Context: an optimization exercise on an open-source flow, tuned for small area, a short achievable clock period and few clock cycles per item. The choices shown serve that exercise and are no tape-out recipe.
No functional check of the RTL was part of any run shown here.

==> flow/design.v, too long to show whole: its modules and the start of the top module <==
// module window_fetch: 39 lines
// module conv_fa: 10 lines
// module conv_mac_k0: 293 lines
// module conv_mac_k1: 291 lines
// module max_pool: 26 lines
// module layer_ctrl: 118 lines
// module conv_top: 71 lines
module conv_top
#(
    parameter int IMG_BITS = 6    
) (
    input  wire               clk,
    input  wire               rst,
    input  wire               ready,
    input  conv_pkg::pix_t         idata,
    input  conv_pkg::pix_t         cdata_rd,
    output logic              busy,
    output logic              cwr,
    output logic              crd,
    output logic [conv_pkg::ADDR_W-1:0] iaddr,
    output logic [conv_pkg::ADDR_W-1:0] caddr_wr,
    output logic [conv_pkg::ADDR_W-1:0] caddr_rd,
    output conv_pkg::pix_t              cdata_wr,
    output logic [2:0]        csel
);
  // ...
==> flow/flow/run.sh <==
#!/bin/bash
# The standard layout (the standard.sh, unchanged synthesis and steps),
# with ORFS's repair_timing asked to reach a setup slack of 8.8 ns.
# The SDC and clock period are the standard flow's own.
set -euo pipefail
bash standard.sh SETUP_SLACK_MARGIN=8.8 finish > standard_run.log 2>&1
==> flow/standard.sh <==
#!/bin/bash
# synth_recipe.tcl (not shown) runs the flow's synth.tcl, then flattens the netlist and writes it again
# the make line also repeats each setting of config.mk as NAME=value (left out here)
make -C /OpenROAD-flow-scripts/flow DESIGN_CONFIG=/design/flow/config.mk WORK_HOME=/design/flow/orfs CLKGATE_MAP_FILE= SYNTH_SCRIPT=/design/flow/synth_recipe.tcl "${@:-finish}"
==> flow/config.mk <==
export PLATFORM = sky130hd
export DESIGN_NAME = conv_top
export DESIGN_NICKNAME = conv_top
export VERILOG_FILES = /design/flow/design.v
export SDC_FILE = /design/flow/constraint.sdc
export NUM_CORES = 4
export LEC_CHECK = 0
export CAP_MARGIN = 20
export CORE_MARGIN = 2
export CORE_UTILIZATION = 55
export CTS_CLUSTER_DIAMETER = 200
export CTS_CLUSTER_SIZE = 20
export SLEW_MARGIN = 20
export SYNTH_HIERARCHICAL = 1
export SYNTH_MINIMUM_KEEP_SIZE = 0
==> flow/constraint.sdc <==
create_clock -name core_clock -period 12.5 [get_ports {clk}]
set_input_delay 2.5000 -clock core_clock [delete_from_list [all_inputs] [get_ports {clk}]]
set_output_delay 2.5000 -clock core_clock [all_outputs]
set_load 0.01 [all_outputs]
==> run summary, run 1 <==
Drt:
- The routed design uses 53.7 mm of met2 wire.
- After detailed routing, the average wire length per cell comes to 26.0 um.
- The via count of the routed design is 24.1k.
- In the detailed route, the total length drawn on met3 is 7.70 mm.

Finish:
- The final cell count without fillers is 4283.
- Of the total standard cell area in the layout, the sequential portion is 32.0%.
- The number of antenna diodes in the final layout is 1.
- The register with the most flip-flops in the layout has 100 of them.
- The largest registers in the layout are u_window_fetch.s1 (100), u_window_fetch.s0 (96), u_window_fetch.s2 (96).
- The library cell used most frequently in the layout, excluding fill and tap cells, is sky130_fd_sc_hd__fa_1.
- Once layout is done, the placed cells without fillers occupy 0.0476 mm2.
- Of the cells placed in the final design, the portion with a size suffix greater than 1 is 22.7%.

Floorplanning:
- The die is 282 um tall.
- The total die area is 0.0796 mm2.
- The tap cell instance count is 1030.
- The effective utilization at floorplan is 55.8%.

CTS:
- Buffers inserted during clock tree synthesis total 41.
- After clock tree synthesis, the repair step resized 483 gates.
- In this run the clock root is driven by a sky130_fd_sc_hd__clkbuf_16.

Placement:
- Routability-driven placement finished with a final weighted congestion of 0.933.
- The post-detailed-placement cell area is 0.0444 mm2.
- Counting tap cells, the placed design contains a total of 4120 instances.

STA:
- Setup violations remaining at the end of the flow were counted as 0.
- The number of hold violations in the final report is 0.

Worst setup path:
- Data arrives at the worst endpoint at 4.45 ns.
- On the worst path, the slowest cell contributes a delay of 0.60 ns.
- STA puts the critical path data required time at 13.08 ns.
- The peak fanout along the critical path is 5.
- The critical path starts at u_mac_k0_bot.first$_DFF_P_.
- The number of buffer and inverter instances along the worst setup path is 1.

Global routing:
- After global routing the overflow that remains totals 0.
- The wire length of the first global-routing pass is 167 mm.
- The global routing usage summed across all routing layers is 29.1%.
- The pin count of the biggest net entering global routing is 51.

Run status:
- The run finished with no timing, DRC or antenna violations.

Synthesis:
- The number of warning messages in the yosys log is 18.
==> module max_pool, before the edit <==
module max_pool (
    input  wire          clk,
    input  wire          upd,       
    input  wire          kern,      
    input  wire          first,     
    input  wire          pk,        
    input  wire  [19:0]  v,
    output logic [19:0]  m0,
    output logic [19:0]  pk1
);
    logic [19:0] m1;
    logic [19:0] m;
    logic        take;
    assign m    = kern ? m1 : m0;
    assign take = first || (v > m);
    always_ff @(posedge clk) begin
        if (upd) begin
            if (pk)
                pk1 <= take ? v : m1;
            else if (take) begin
                if (kern) m1 <= v;
                else      m0 <= v;
            end
        end
    end
endmodule
==> module layer_ctrl, before the edit <==
module layer_ctrl (
    input  wire               clk,
    input  wire               rst,
    input  wire               ready,
    input  wire  [19:0]       r0,           
    input  wire  [19:0]       r1,
    input  wire  [19:0]       r2,
    input  wire  [19:0]       r3,
    output logic [4:0]        ph,
    output logic [5:0]        rb,           
    output logic [6:0]        rj,           
    output logic              busy,
    output logic              cwr,
    output logic              crd,
    output logic [conv_pkg::ADDR_W-1:0] caddr_wr,
    output logic [conv_pkg::ADDR_W-1:0] caddr_rd,
    output conv_pkg::pix_t              cdata_wr,
    output logic [2:0]        csel
);
    logic        run;
    logic [5:0]  wb;
    logic [6:0]  wj;
    logic        last;
    assign last = (wb == 6'd32) && ph[0];
    always_ff @(posedge clk or posedge rst) begin
        if (rst) begin
            run  <= 1'b0;
            busy <= 1'b0;
        end else if (!run) begin
            if (ready) begin
                run  <= 1'b1;
                busy <= 1'b1;
            end
        end else if (last) begin
            run  <= 1'b0;
            busy <= 1'b0;
        end
    end
    always_ff @(posedge clk) begin
        if (!run) begin
            ph <= 5'b00001;
            rb <= 6'd63;
            rj <= 7'd64;
            wb <= 6'd63;
            wj <= 7'd60;
        end else begin
            ph <= {ph[3:0], ph[4]};
            if (ph[4]) begin
                if (rj[6]) begin
                    rj <= '0;
                    rb <= rb + 6'd1;
                end else begin
                    rj <= rj + 7'd1;
                end
                if (wj[6]) begin
                    wj <= '0;
                    wb <= wb + 6'd1;
                end else begin
                    wj <= wj + 7'd1;
                end
            end
        end
    end
    logic        vs, vr, odd;
    logic        res, p0, p1;
    logic [1:0]  q;
    logic [19:0] rv;
    logic [19:0] m0, pk1;
    logic [4:0]  bc1;
    assign vs  = run && !wb[5];
    assign vr  = vs && !wj[6];
    assign odd = wj[0];
    assign res = vr && !ph[4];
    assign p0  = vr && ph[4] && odd;
    assign p1  = vs && ph[4] && !odd && (wj != 7'd0);
    assign q   = {ph[2] | ph[3], ph[1] | ph[3]};
    assign bc1 = wj[5:1] - 5'd1;
    always_comb begin
        rv = ({20{ph[0]}} & r0) | ({20{ph[1]}} & r1) | ({20{ph[2]}} & r2) | ({20{ph[3]}} & r3);
        if (rv[19]) rv = '0;    
    end
    always_ff @(posedge clk or posedge rst) begin
        if (rst)
            cwr <= 1'b0;
        else
            cwr <= res || p0 || p1;
    end
    always_ff @(posedge clk) begin
        if (ph[4]) begin
            csel     <= odd ? conv_pkg::SEL_L1_K0 : conv_pkg::SEL_L1_K1;
            caddr_wr <= {2'b00, wb[4:0], odd ? wj[5:1] : bc1};
            cdata_wr <= odd ? m0 : pk1;
        end else begin
            csel     <= q[0] ? conv_pkg::SEL_L0_K1 : conv_pkg::SEL_L0_K0;
            caddr_wr <= {wb[4:0], q[1], wj[5:0]};
            cdata_wr <= rv;
        end
    end
    logic upd_q, kern_q, first_q, pk_q;
    always_ff @(posedge clk) begin
        upd_q   <= res;
        kern_q  <= q[0];
        first_q <= !odd && !q[1];
        pk_q    <= odd && (q == 2'd3);
    end
    max_pool u_max_pool (
        .clk   (clk),
        .upd   (upd_q),
        .kern  (kern_q),
        .first (first_q),
        .pk    (pk_q),
        .v     (cdata_wr),
        .m0    (m0),
        .pk1   (pk1)
    );
    assign crd      = 1'b0;
    assign caddr_rd = '0;
endmodule
==> run 2, diff against run 1 <==
--- a/flow/design.v
+++ b/flow/design.v
@@ -655,12 +655,12 @@
     input  wire          kern,      
     input  wire          first,     
     input  wire          pk,        
-    input  wire  [19:0]  v,
-    output logic [19:0]  m0,
-    output logic [19:0]  pk1
+    input  wire  [18:0]  v,
+    output logic [18:0]  m0,
+    output logic [18:0]  pk1
 );
-    logic [19:0] m1;
-    logic [19:0] m;
+    logic [18:0] m1;
+    logic [18:0] m;
     logic        take;
     assign m    = kern ? m1 : m0;
     assign take = first || (v > m);
@@ -744,7 +744,7 @@
     logic        res, p0, p1;
     logic [1:0]  q;
     logic [19:0] rv;
-    logic [19:0] m0, pk1;
+    logic [18:0] m0, pk1;
     logic [4:0]  bc1;
     assign vs  = run && !wb[5];
     assign vr  = vs && !wj[6];
@@ -764,17 +764,19 @@
         else
             cwr <= res || p0 || p1;
     end
+    logic [18:0] wdata;
     always_ff @(posedge clk) begin
         if (ph[4]) begin
             csel     <= odd ? conv_pkg::SEL_L1_K0 : conv_pkg::SEL_L1_K1;
             caddr_wr <= {2'b00, wb[4:0], odd ? wj[5:1] : bc1};
-            cdata_wr <= odd ? m0 : pk1;
+            wdata    <= odd ? m0 : pk1;
         end else begin
             csel     <= q[0] ? conv_pkg::SEL_L0_K1 : conv_pkg::SEL_L0_K0;
             caddr_wr <= {wb[4:0], q[1], wj[5:0]};
-            cdata_wr <= rv;
+            wdata    <= rv[18:0];
         end
     end
+    assign cdata_wr = {1'b0, wdata};
     logic upd_q, kern_q, first_q, pk_q;
     always_ff @(posedge clk) begin
         upd_q   <= res;
@@ -788,7 +790,7 @@
         .kern  (kern_q),
         .first (first_q),
         .pk    (pk_q),
-        .v     (cdata_wr),
+        .v     (wdata),
         .m0    (m0),
         .pk1   (pk1)
     );
==> run summary, run 2 <==
STA:
- The count of endpoints failing setup in the final report is 0 (unchanged).
- The final critical-path share of the clock period is 31.5%.
- Final hold analysis gives a worst-case slack of 0.303 ns.
- The count of final max-slew check failures came to 0.
- The sum of negative setup slack is 0 ns.
- The relative slew slack is 35.2%.
- Setup slack on the critical path of the routed design comes to 8.56 ns.
- For the finished layout, the period the worst path requires is 3.94 ns.
- The number of hold violations in the final report is 0 (unchanged).
- Setup repair after global routing could not meet its margin everywhere.
- The slew at the pin closest to its max-slew limit is 0.971 ns.
- The highest clock rate is 0.254 GHz.
- The worst clock skew is 0.0269 ns.

Global routing:
- The via count of the first global-routing pass was 27.0k.
- The aggregate global routing overflow was 0 (unchanged).
- The global routing usage summed across all routing layers is 29.4% (+0.33 points).
- The initial antenna violation count is 2.
- The pin count of the biggest net entering global routing is 57 (+12%).
- The wire length of the first global-routing pass was 170 mm (+1.3%).

Floorplanning:
- From left edge to right edge, the die measures 281 um.
- The core region is 0.0761 mm2.
- The total die area is 0.0792 mm2 (-0.45%).
- The effective utilization at floorplan is 55.6% (-0.17 points).
- The die extent in y is 281 um (-0.23%).
- During I/O placement, the number of pins put on the boundary was 105.
- The placement row count is 101.

Finish:
- The area added between synthesis and finish is 11.4%.
- The largest registers in the layout are u_window_fetch.s1 (100), u_window_fetch.s0 (96), u_window_fetch.s2 (96).
- The top cell types in the final layout, fill and taps aside, are 700 x sky130_fd_sc_hd__fa_1, 497 x sky130_fd_sc_hd__dfxtp_1, 258 x sky130_fd_sc_hd__inv_1.
- The number of flip-flops in the largest register is 100 (unchanged).
- The library cell used most frequently in the layout, excluding fill and tap cells, is sky130_fd_sc_hd__fa_1.
- The final cell count without fillers is 4260 (-0.54%).
- The share of final-layout standard cells stronger than drive strength 1 was 22.4% (-0.33 points).
- u_window_fetch.s1 holds more flip-flops than any other register.
- After the last flow step, the layout net total stands at 4282.

Synthesis:
- The number of warning messages in the yosys log was 18 (unchanged).
- The count of mapped cells out of synthesis is 3048.
- After synthesis, the mean cell area works out to 13.9 um2.
- The total standard cell area after synthesis is 0.0423 mm2.

Worst setup path:
- The peak fanout along the critical path was 8 (+3).
- The worst setup path is captured at a flop.
- The number of buffer and inverter instances along the worst setup path is 2 (+1).
- In this design, the largest share of critical-path delay is due to adder cells.
- The slowest stage cell on the critical path is sky130_fd_sc_hd__fa_2.
- Among the stages of the critical path, the cell type that occurs most often is sky130_fd_sc_hd__fa_2.
- The data required time at the worst endpoint came to 13.01 ns (-0.07 ns).
- The type of the worst setup path is flop to flop.
- The kind of start point of the critical path is a flop.
- The largest incremental delay on the critical path is 0.59 ns (about the same).
- In this run the register-to-register setup slack is 8.56 ns.
- The endpoint arrival time on the critical path is 4.45 ns (about the same).
- The critical path goes through buf_12, buf_4, nor2b_4, fa_2, fa_2, fa_1, fa_1, fa_2, fa_2.

Drt:
- The number of search-and-repair iterations in the first detailed-routing pass is 5.
- The via count of the routed design was 23.9k (-0.70%).
- The average via count per standard cell is 5.61.
- The number of remaining DRC errors is 0.
- The initial DRC count is 1499.
- Once detail routing completed, the nets flagged for antenna violations numbered 0.
- The detailed-route wire length per cell was 26.1 um (+0.45%).
- The routed design has 111 mm of wire.

Placement:
- Input and output buffers added on the ports amount to 70.
- Detailed placement ended at an HPWL of 81.4 mm.
- The weighted congestion at the end of routability-driven global placement is 0.964 (+3.3%).
- The cell count after placement is 4103 (-0.41%).
- The worst setup slack after placement is 8.30 ns.

CTS:
- The TritonCTS clock tree is done.
- The library cell used as clock root buffer is sky130_fd_sc_hd__clkbuf_16.
- The number of sinks on the clock net is 706.
- In this run the deepest clock path goes through 3 buffers.
- The clock latency on the worst-skew pair is 0.63 ns.
- The H-tree depth is 2.
- The number of hold buffers added after cts is 0.
- The number of buffers created by CTS is 41 (unchanged).
- After clock tree synthesis, the clock-pin slew on the worst setup and hold paths is 0.11 ns.

Run:
- Across the run, the number of max-cap violations was 0.

Run status:
- The run finished with no timing, DRC or antenna violations.

Hold path:
- The kind of path behind the tightest hold check is flop to flop.
-- run 2: worst reg2reg max path, stage by stage, from the launching register on --
cell	delay (ns)
sky130_fd_sc_hd__dfxtp_4	0.38
sky130_fd_sc_hd__buf_12	0.15
sky130_fd_sc_hd__buf_4	0.15
sky130_fd_sc_hd__nor2b_4	0.10
sky130_fd_sc_hd__fa_2	0.45
sky130_fd_sc_hd__fa_2	0.59
sky130_fd_sc_hd__fa_1	0.46
sky130_fd_sc_hd__fa_1	0.53
sky130_fd_sc_hd__fa_2	0.57
sky130_fd_sc_hd__fa_2	0.43
-- run 2: final timing paths --
check / cells past startpoint / endpoint / start
setup / recovery: 9 / u_mac_k0_bot.acc_c[1]$_DFF_P_ / u_mac_k0_bot.first$_DFF_P_
hold / removal: 0 / u_window_fetch.s0[51]$_DFF_P_ / u_window_fetch.s0[55]$_DFF_P_
setup reg to reg: 9 / u_mac_k0_bot.acc_c[1]$_DFF_P_ / u_mac_k0_bot.first$_DFF_P_
hold reg to reg: 0 / u_window_fetch.s0[51]$_DFF_P_ / u_window_fetch.s0[55]$_DFF_P_
max in group asynchronous: 2 / u_layer_ctrl.cwr$_DFF_PP0_ / rst
min in group asynchronous: 2 / u_layer_ctrl.run$_DFF_PP0_ / rst
-- run 2: cell type report --
| cell class | count | area (um2) |
|---|---|---|
| Fill cell | 5899 | 28900 |
| Clock inverter | 4 | 106 |
| Inverter | 268 | 1010 |
| Sequential cell | 706 | 15100 |
| Multi-Input combinational cell | 2009 | 26900 |
| Clock buffer | 52 | 1070 |
| Antenna cell | 1 | 2.50 |
| Tap cell | 1030 | 1290 |
| Timing Repair Buffer | 190 | 1690 |
-- run 2: timing repair --
action,4_1_cts,5_1_grt
hold endpoints to repair,0,0
setup buffers,53,47
resized for setup,479,181
endpoints found under the setup margin,208,164
pin swaps,174,145
-- run 2: layer usage --
metal | track usage [%] | vias up | wire length (um)
met5 | 0 | - | 0
met4 | 9.17 | 0 | 3790
met3 | 5.03 | 208 | 6530
met2 | 50.0 | 797 | 55900
met1 | 38.8 | 12700 | 45000
li1 | - | 10200 | -
-- run 2: through the flow --
| stage | utilization, % | cell area, um2 |
|---|---|---|
| floorplan | - | 42500 |
| global placement | 58.0 | 44100 |
| detailed placement | 58.0 | 44100 |
| CTS | 61.0 | 46400 |
| global route | 62.0 | 47200 |
| finish | 62.0 | 47200 |
==> run 3, diff against run 2 <==
==> flow/flow/run.sh (replaced) <==
#!/bin/bash
# The standard layout (the standard.sh, unchanged synthesis and steps),
# with ORFS's repair_timing asked to reach a setup slack of 8.7 ns.
# The SDC and clock period are the standard flow's own.
set -euo pipefail
bash standard.sh SETUP_SLACK_MARGIN=8.7 finish > standard_run.log 2>&1
==> run summary, run 3 <==
Finish:
- The largest registers in the layout are u_window_fetch.s1 (100), u_window_fetch.s0 (96), u_window_fetch.s2 (96).
- The final cell count without fillers is 4199 (-1.4%).
- The final net count is 4223 (-1.4%).
- The number of flip-flops in the largest register is 100 (unchanged).
- The fraction of the core area covered by cells at the end of the flow is 60.9% (-1.1 points).
- The largest register by flop count is u_window_fetch.s1.
- The number of fill cells in the layout was 5957 (+0.98%).
- The share of final-layout standard cells stronger than drive strength 1 was 15.7% (-6.6 points).
- The library cell used most frequently in the layout, excluding fill and tap cells, is sky130_fd_sc_hd__fa_1.
- The area added between synthesis and finish is 9.50%.
- In the layout the commonest cells are 793 x sky130_fd_sc_hd__fa_1, 505 x sky130_fd_sc_hd__dfxtp_1, 266 x sky130_fd_sc_hd__inv_1.

Global routing:
- The via count of the first global-routing pass was 26.3k (-2.6%).
- The initial antenna violation count is 4 (+2).
- The global routing usage summed across all routing layers is 28.8% (-0.61 points).
- The aggregate global routing overflow came to 0 (unchanged).
- The pin count of the biggest net entering global routing came to 50 (-12%).
- The wire length of the first global-routing pass came to 165 mm (-2.9%).

Worst setup path:
- The peak fanout along the critical path is 7 (-1).
- The data required time at the worst endpoint is 13.01 ns (about the same).
- The type of the worst setup path is flop to flop.
- The library cell appearing most often on the critical path is sky130_fd_sc_hd__fa_2.
- The largest incremental delay on the critical path was 0.61 ns (+0.02 ns).
- STA classifies the critical path startpoint as a flop.
- Traced cell by cell, the critical path runs through buf_12, or2_4, fa_1, fa_1, fa_2, fa_2, fa_2, fa_2.
- The critical path endpoint category is a flop.
- The endpoint arrival time on the critical path is 4.43 ns (-0.02 ns).
- The slowest stage cell on the critical path is sky130_fd_sc_hd__fa_2.

STA:
- The shortest period the worst path allows is 3.92 ns (-0.0163 ns).
- The relative slew slack is 32.6% (-2.6 points).
- The final critical-path share of the clock period is 31.4% (-0.13 points).
- The count of endpoints failing setup in the final report is 0 (unchanged).
- The count of final max-slew check failures is 0 (unchanged).
- Setup repair after global routing could not meet its margin everywhere.
- The slack of the critical path is 8.58 ns (+0.0163 ns).
- The sum of negative setup slack was 0 ns (unchanged).
- The highest clock rate was 0.255 GHz (+0.41%).
- The slew at the pin closest to its max-slew limit is 1.01 ns (+0.0389 ns).
- The worst hold margin was 0.309 ns (+0.00653 ns).
- The worst clock skew came to 0.0368 ns (+0.00992 ns).
- The number of hold violations in the final report is 0 (unchanged).

Drt:
- The number of search-and-repair iterations in the first detailed-routing pass is 7 (+2).
- The initial DRC count is 1490 (-0.60%).
- The via count of the routed design was 23.5k (-1.9%).
- The detailed-route wire length per cell is 26.0 um (-0.43%).
- The overall routed net length is 109 mm (-1.9%).
- The average via count per standard cell is 5.59 (-0.44%).
- The remaining antenna violation count is 0 (unchanged).
- The number of remaining DRC errors came to 0 (unchanged).

Floorplanning:
- The die extent in y came to 281 um (unchanged).
- The count of pins on the block boundary was 105 (unchanged).
- The effective utilization at floorplan is 55.6% (unchanged).
- The die width came to 281 um (unchanged).
- The area inside the core boundary is 0.0761 mm2 (unchanged).
- The total die area came to 0.0792 mm2 (unchanged).
- The placement row count is 101 (unchanged).

Synthesis:
- The count of mapped cells out of synthesis came to 3048 (unchanged).
- The average footprint of a synthesized cell is 13.9 um2 (unchanged).
- The total standard cell area after synthesis is 0.0423 mm2 (unchanged).
- The number of warning messages in the yosys log is 18 (unchanged).

CTS:
- The H-tree depth is 2 (unchanged).
- The number of sinks on the clock net was 706 (unchanged).
- TritonCTS built the clock tree.
- The number of buffers created by CTS is 41 (unchanged).
- The buffer levels on the longest clock path is 3 (unchanged).
- The CTS clock-pin slew for the worst setup and hold paths is 0.09 ns (-0.02 ns).
- The library cell used as clock root buffer is sky130_fd_sc_hd__clkbuf_16.
- The clock latency on the worst-skew pair is 0.63 ns (about the same).

Placement:
- The worst setup slack after placement is 8.23 ns (-0.0698 ns).
- The weighted congestion at the end of routability-driven global placement is 0.930 (-3.5%).
- The cell count after placement was 4102 (-0.024%).
- The total of buffers placed on input and output ports is 70 (unchanged).
- The half-perimeter wire length after placement is 81.0 mm (-0.58%).

Hold path:
- The kind of path behind the tightest hold check is flop to flop.

Run status:
- The run finished with no timing, DRC or antenna violations.

Run:
- The number of violations of the max-capacitance limit came to 0 (unchanged).
run 3: area by class of cell:
| class | instances | area (um2) | area share [%] |
|---|---|---|---|
| multi-input cells | 2009 | 26500 | 57.2 |
| clock buffers | 50 | 1060 | 2.29 |
| flip-flops and latches | 706 | 15000 | 32.4 |
| well taps | 1030 | 1290 | 2.78 |
| repair buffers | 131 | 1350 | 2.91 |
| clock inverters | 4 | 106 | 0.229 |
| diodes | 1 | 2.50 | 0.00540 |
| inverters | 268 | 1010 | 2.17 |
run 3: final timing paths:
check | start | slack (ns) | end | cells past startpoint
setup reg to reg | u_mac_k0_top.first$_DFF_P_ | 8.58 | u_mac_k0_top.acc_c[9]$_DFF_P_ | 8
max in group asynchronous | rst | 10.33 | u_layer_ctrl.busy$_DFFE_PP0P_ | 2
min in group asynchronous | rst | 2.04 | u_layer_ctrl.cwr$_DFF_PP0_ | 2
setup / recovery | u_mac_k0_top.first$_DFF_P_ | 8.58 | u_mac_k0_top.acc_c[9]$_DFF_P_ | 8
hold / removal | u_window_fetch.s1[57]$_DFF_P_ | 0.31 | u_window_fetch.s1[53]$_DFF_P_ | 0
hold reg to reg | u_window_fetch.s1[57]$_DFF_P_ | 0.31 | u_window_fetch.s1[53]$_DFF_P_ | 0
run 3: timing repair:
action | 4_1_cts | 5_1_grt
gates cloned | 3 | 0
gates resized for setup | 257 | 121
buffers inserted | 21 | 18
hold buffers | 0 | 0
pin swaps | 57 | 138
endpoints found under the setup margin | 202 | 135
run 3: per-layer routing:
layer / share of wire (%) / up-vias / track usage, %
li1: - / 10100 / -
met1: 41 / 12400 / 37.9
met2: 49 / 760 / 47.3
met3: 6.7 / 210 / 6.50
met4: 3.8 / 4 / 10.1
met5: 0.025 / - / 0
run 3: critical path, delay by kind of cell (launching register included):
family        cells  cell delay [ns]
fa+ha+maj         6             3.07
buf+inv           1             0.14
flops             1             0.37
simple gates      1             0.24
run 3: stage by stage:
stage	area (um2)
6_report	46400
5_1_grt	46300
4_1_cts	45900
3_5_place_dp	44100
3_3_place_gp	44100
2_1_floorplan	42400

-- static timing again, ports no longer ideal --
Ports are ideal in the flow. The routed layouts listed here were re-timed in OpenROAD. Step 1 sets driving cells, clkbuf_16 on the clock port and buf_2 on the other inputs (assumed; they add their load-dependent delay and slew). Step 2 moves the port delays by t, midway between the first and last clock arrival at a register: inputs arrive t later, outputs are due t later. That takes back most of the time a late clock gives input paths. Slacks: no drivers / after step 1 / after step 2; pairs: no drivers / after step 1.
run	shift t [ns]	slack for setup (ns)	hold slack, ns	slew at the worst register clock pin (ns)	worst data-port slew with drivers (ns)
run 1	0.693	8.629 / 8.629 / 8.629	0.319 / 0.319 / 0.319	0.11 / 0.11	0.04
run 2	0.682	8.561 / 8.561 / 8.561	0.303 / 0.303 / 0.303	0.11 / 0.11	0.04
run 3	0.675	8.577 / 8.577 / 8.577	0.309 / 0.309 / 0.309	0.10 / 0.10	0.04
After both steps setup and hold are still met in every run listed.
